Source: an optimization exercise on an open RTL-to-GDS flow (aim: small area and a short achievable clock period). Production flows keep margins and buffers that such runs may drop. At most, simulation tests tie the RTL to the original design; equivalence was not proved. No driver is modelled on the clock port, so clocking that relies on it looks cheaper here than on a real chip. No activity file was given, so power comes from the tool's default toggle rates.

Design spi_acl_responder, start of the top module:
module spi_acl_responder #(
  parameter int          ADDR_W  = 6,
  parameter logic [7:0]  DEVID   = 8'hAD,
  parameter int          SYNC_FF = 2
) (
  input  logic              CLK,
  input  logic              RST,
  input  logic              SCLK,
  input  logic              SS,
  input  logic              SDI,
  output logic              SDO,
  input  logic              smp_valid,
  input  logic [7:0]        smp_x,
  input  logic [7:0]        smp_y,
  input  logic [7:0]        smp_z,
  output logic [7:0]        pwr_ctl,
  output logic              wr_stb,
  output logic [ADDR_W-1:0] wr_addr,
  output logic [7:0]        wr_data,
  output logic              frame_done,
  output logic              cmd_err
);
Size in the first run: ~1300 cells after synthesis, ~56 I/O pins, roughly 16000 um2 of cells after synthesis.
==> flow/config.mk <==
export PLATFORM = sky130hd
export DESIGN_NAME = spi_acl_responder
export DESIGN_NICKNAME = spi_acl_responder
export VERILOG_FILES = /design/flow/design.v
export SDC_FILE = /design/flow/constraint.sdc
export NUM_CORES = 4
export LEC_CHECK = 0
export ABC_AREA = 1
export ABC_CLOCK_PERIOD_IN_PS = 2200
export CAP_MARGIN = 20
export CORE_MARGIN = 2
export CORE_UTILIZATION = 65
export CTS_BUF_LIST = sky130_fd_sc_hd__clkbuf_16
export CTS_CLUSTER_DIAMETER = 60
export CTS_CLUSTER_SIZE = 30
export PLACE_DENSITY = 0.75
export SETUP_SLACK_MARGIN = 4.0
export SLEW_MARGIN = 20
==> flow/constraint.sdc <==
create_clock -name core_clock -period 6.0 [get_ports {CLK}]
set_input_delay 1.2000 -clock core_clock [delete_from_list [all_inputs] [get_ports {CLK}]]
set_output_delay 1.2000 -clock core_clock [all_outputs]
set_load 0.01 [all_outputs]
standard.sh (not shown) runs the stock make flow with config.mk's settings and CLKGATE_MAP_FILE= SYNTH_SCRIPT=/design/flow/synth_recipe.tcl, a recipe that flattens the netlist after the stock synthesis.
==> flow/flow/run.sh <==
#!/bin/bash
set -euo pipefail
export BUFFER_PORTS_ARGS="-buffer_cell sky130_fd_sc_hd__buf_2"
export CTS_ARGS="-sink_clustering_enable -repair_clock_nets -sink_clustering_size 30 -sink_clustering_max_diameter 60 -buf_list sky130_fd_sc_hd__clkbuf_16 -dont_use_dummy_load"
export POST_CTS_TCL="$PWD/flow/quad_clk.tcl"
bash standard.sh > standard.log 2>&1
Other scripts of this flow, unchanged in this note and not shown: flow/flow/quad_clk.tcl
The first run produced a clean layout.
Rerun with:
--- a/flow/design.v
+++ b/flow/design.v
@@ -32,23 +32,23 @@
     S_IDLE, S_CMD, S_ADDR, S_WDATA, S_RDATA, S_IGNORE
   } state_t;
   state_t state, state_next;
   logic [1:0] sclk_sync, ss_sync, sdi_sync;
   logic sclk_s, ss_s, sdi_s, sclk_d, ss_d;
   logic rise, fall, ss_rise, ss_fall, active;
   logic [2:0] bit_cnt;
   logic [7:0] sr, rx_next, rx_pre, tx_next;
   logic [5:0] addr, addr_inc;
   logic       addr_bad, is_rd, got_byte, read_only;
   logic       byte_done, c_wr, c_rd, wr_ok_q, wr_en, tx_load, tx_shift, rx_shift, to_rdata;
-  logic       sdo_n, ss_o;
+  logic       sdo_q;
   logic [7:0] pwr_q, smp_xq, smp_yq, smp_zq;
   logic       smp_ok;
   logic [5:0] pre_addr;
   logic       pre_bad, f_dev, f_smp, f_y, f_z, f_c0, f_c1;
   logic [7:0] ld_val, smp_sel;
   logic [4:0] rot;
   logic       clr;
   logic [4:0] pa;
   logic       pa_ab, pa_rb, pa_r1, pa_rh;
   logic [7:0] tap [8];
   logic [3:0] ins, ins_hit;
@@ -65,23 +65,23 @@
   assign rise    = sclk_s & ~sclk_d;
   assign fall    = ~sclk_s & sclk_d;
   assign ss_rise = ss_s & ~ss_d;
   assign ss_fall = ~ss_s & ss_d;
   assign active    = (state != S_IDLE) && !ss_s;
   assign rx_next   = {sr[6:0], sdi_s};
   assign rx_pre    = {sr[6:0], sdi_s};
   assign read_only = (addr == A_DEV) || (addr == A_X) || (addr == A_Y) || (addr == A_Z);
   assign addr_inc  = addr + 6'd1;
   assign byte_done = active && rise && (bit_cnt == 3'd7);
   assign pwr_ctl = pwr_q;
-  assign SDO     = !(sdo_n || ss_o);
+  assign SDO     = sdo_q && !ss_s;
   always_ff @(posedge CLK) begin
     sclk_sync <= {sclk_sync[0], SCLK};
     sdi_sync  <= {sdi_sync[0], SDI};
     sclk_d    <= sclk_s;
     if (RST) begin
       ss_sync <= '0;
       ss_d    <= 1'b0;
     end else begin
       ss_sync <= {ss_sync[0], SS};
       ss_d    <= ss_s;
     end
@@ -144,25 +144,24 @@
       if (byte_done) got_byte <= 1'b1;
       if (byte_done && state == S_CMD) is_rd <= c_rd;
       if (byte_done && state == S_ADDR) begin
         addr     <= rx_next[5:0];
         addr_bad <= rx_next[7:6] != 2'b00;
       end else if (byte_done && (state == S_WDATA || state == S_RDATA)) begin
         addr     <= addr_inc;
       end
     end
   end
   always_ff @(posedge CLK) begin
-    ss_o <= ss_sync[0];
-    if (RST) sdo_n <= 1'b1;
-    else     sdo_n <= !(to_rdata && !ss_s && (state == S_RDATA || byte_done) && tx_next[7]);
+    if (RST) sdo_q <= 1'b0;
+    else     sdo_q <= to_rdata && !ss_s && (state == S_RDATA || byte_done) && tx_next[7];
   end
   always_ff @(posedge CLK) begin
     if (RST) pwr_q <= 8'h00;
     else if (wr_en && addr == A_PWR) pwr_q <= rx_next;
     if (smp_valid) begin
       smp_xq <= smp_x;
       smp_yq <= smp_y;
       smp_zq <= smp_z;
     end
     if (RST) smp_ok <= 1'b0;
     else if (smp_valid) smp_ok <= 1'b1;
Final area shrinks slightly.
Synthesized area shrinks slightly.
Power shrinks slightly.
Synthesized cell count shrinks slightly.
Die area shrinks slightly.
Worst hold slack hardly moves.
Sequential share of layout area grows by 0.46 points.
Global-route usage stays flat.
Register-to-register slack got worse by 0.10 ns.
Core utilization shrinks by 0.10 points.
Wire length shrinks slightly.
Critical path depth grows by 1.
Function was not checked in any run of this note: the RTL went through the layout flow alone.

Setup of lane 4:
Another version of the RTL of spi_acl_responder (not shown whole).
Size: roughly 620 flip-flops, roughly 56 I/O pins.
## spi_acl_responder
module spi_acl_responder #(
  parameter int          ADDR_W  = 6,
  parameter logic [7:0]  DEVID   = 8'hAD,
  parameter int          SYNC_FF = 2
) (
  input  logic              CLK,
  input  logic              RST,
  input  logic              SCLK,
  input  logic              SS,
  input  logic              SDI,
  output logic              SDO,
  input  logic              smp_valid,
  input  logic [7:0]        smp_x,
  input  logic [7:0]        smp_y,
  input  logic [7:0]        smp_z,
  output logic [7:0]        pwr_ctl,
  output logic              wr_stb,
  output logic [ADDR_W-1:0] wr_addr,
  output logic [7:0]        wr_data,
  output logic              frame_done,
  output logic              cmd_err
);
==> flow/config.mk <==
export PLATFORM = sky130hd
export DESIGN_NAME = spi_acl_responder
export DESIGN_NICKNAME = spi_acl_responder
export VERILOG_FILES = /design/flow/design.v
export SDC_FILE = /design/flow/constraint.sdc
export NUM_CORES = 4
export LEC_CHECK = 0
export ABC_AREA = 1
export ABC_CLOCK_PERIOD_IN_PS = 2200
export CAP_MARGIN = 20
export CORE_MARGIN = 2
export CORE_UTILIZATION = 65
export CTS_BUF_LIST = sky130_fd_sc_hd__clkbuf_16
export CTS_CLUSTER_DIAMETER = 60
export CTS_CLUSTER_SIZE = 30
export PLACE_DENSITY = 0.75
export SETUP_SLACK_MARGIN = 4.0
export SLEW_MARGIN = 20
==> flow/constraint.sdc <==
create_clock -name core_clock -period 6.0 [get_ports {CLK}]
set_input_delay 1.2000 -clock core_clock [delete_from_list [all_inputs] [get_ports {CLK}]]
set_output_delay 1.2000 -clock core_clock [all_outputs]
set_load 0.01 [all_outputs]
Scripts as last shown in full above: flow/flow/run.sh
Other scripts of this flow, unchanged in this note and not shown: flow/flow/quad_clk.tcl
## Diff of input files: lane 2 against lane 4
--- a/flow/design.v
+++ b/flow/design.v
@@ -36,15 +36,15 @@
   logic sclk_s, ss_s, sdi_s, sclk_d, ss_d;
   logic rise, fall, ss_rise, ss_fall, active;
   logic [2:0] bit_cnt;
   logic [7:0] sr, rx_next, rx_pre, tx_next;
   logic [5:0] addr, addr_inc;
   logic       addr_bad, is_rd, got_byte, read_only;
   logic       byte_done, c_wr, c_rd, wr_ok_q, wr_en, tx_load, tx_shift, rx_shift, to_rdata;
-  logic       sdo_n, ss_o;
+  logic       sdo_q;
   logic [7:0] pwr_q, smp_xq, smp_yq, smp_zq;
   logic       smp_ok;
   logic [5:0] pre_addr;
   logic       pre_bad, f_dev, f_smp, f_y, f_z, f_c0, f_c1;
   logic [7:0] ld_val, smp_sel;
   logic [3:0] rot;
   logic       clr;
@@ -69,28 +69,25 @@
   assign active    = (state != S_IDLE) && !ss_s;
   assign rx_next   = {sr[6:0], sdi_s};
   assign rx_pre    = {sr[6:0], sdi_s};
   assign read_only = (addr == A_DEV) || (addr == A_X) || (addr == A_Y) || (addr == A_Z);
   assign addr_inc  = addr + 6'd1;
   assign byte_done = active && rise && (bit_cnt == 3'd7);
   assign pwr_ctl = pwr_q;
-  assign SDO     = !(sdo_n || ss_o);
-  always_ff @(posedge CLK) begin
+  assign SDO     = sdo_q && !ss_s;
+  always_ff @(posedge CLK) begin
+    sclk_sync <= {sclk_sync[0], SCLK};
+    sdi_sync  <= {sdi_sync[0], SDI};
+    sclk_d    <= sclk_s;
     if (RST) begin
-      sclk_sync <= '0;
-      ss_sync   <= '0;
-      sdi_sync  <= '0;
-      sclk_d    <= 1'b0;
-      ss_d      <= 1'b0;
-    end else begin
-      sclk_sync <= {sclk_sync[0], SCLK};
-      ss_sync   <= {ss_sync[0], SS};
-      sdi_sync  <= {sdi_sync[0], SDI};
-      sclk_d    <= sclk_s;
-      ss_d      <= ss_s;
+      ss_sync <= '0;
+      ss_d    <= 1'b0;
+    end else begin
+      ss_sync <= {ss_sync[0], SS};
+      ss_d    <= ss_s;
     end
   end
   always_ff @(posedge CLK) begin
     c_wr    <= rx_pre == CMD_WR;
     c_rd    <= rx_pre == CMD_RD;
     wr_ok_q <= state == S_WDATA && !addr_bad && !read_only;
   end
@@ -151,17 +148,16 @@
         addr_bad <= rx_next[7:6] != 2'b00;
       end else if (byte_done && (state == S_WDATA || state == S_RDATA)) begin
         addr     <= addr_inc;
       end
     end
   end
   always_ff @(posedge CLK) begin
-    ss_o <= ss_sync[0];
-    if (RST) sdo_n <= 1'b1;
-    else     sdo_n <= !(to_rdata && !ss_s && (state == S_RDATA || byte_done) && tx_next[7]);
+    if (RST) sdo_q <= 1'b0;
+    else     sdo_q <= to_rdata && !ss_s && (state == S_RDATA || byte_done) && tx_next[7];
   end
   always_ff @(posedge CLK) begin
     if (RST) pwr_q <= 8'h00;
     else if (wr_en && addr == A_PWR) pwr_q <= rx_next;
     if (smp_valid) begin
       smp_xq <= smp_x;
       smp_yq <= smp_y;
### Flow results
Lane 2 finished end to end and its layout was clean on timing, DRC and antenna. Lane 4 | stages: all done | timing, DRC, antenna: all pass. For lane 4, the origin of the worst setup path was ss_o, unlike lane 2, where it was ss_sync[1]. Per the comparison of lane 2 with lane 4, data arrival at the endpoint of the critical path rose 0.06 ns, largest stage delay on the critical path rose 0.06 ns, final area fell 66 um^2, post-detailed-routing wire length rose 380 um, power about even.
Only the layout flow was run in lane 2; the RTL was not checked for function there.

what the ideal ports hide:
No port has a modelled driver above. Below, the same layouts with a new extraction and two added sets of constraints.
Step 1, drivers: a clkbuf_16 drives CLK and a buf_2 each remaining input, both assumed.
Step 2, shift: input delay + t, output delay - t, t = (earliest + latest rising clock arrival at the registers) / 2. This alone moves slack from input paths to output paths.
Slacks: no drivers / after step 1 / after step 2; pairs: no drivers / after step 1.
run	t, ns	setup WS [ns]	worst hold slack (ns)	worst setup path at the end	slew at the worst register clock pin (ns)
the first run of note 1	0.446	3.914 / 3.807 / 3.759	0.290 / 0.290 / 0.290	input to register	0.10 / 0.10
the second run of note 1	0.445	3.909 / 3.805 / 3.863	0.293 / 0.293 / 0.293	input to register	0.11 / 0.11
lane 4	0.434	3.917 / 3.812 / 3.710	0.276 / 0.276 / 0.276	input to register	0.10 / 0.10
lane 2	0.437	3.864 / 3.761 / 3.764	0.296 / 0.296 / 0.296	input to register	0.10 / 0.10
After both steps every run listed still meets setup and hold. For lane 4, which loses most, drivers alone change the setup slack by -0.105 ns; drivers and shift together by -0.207 ns.
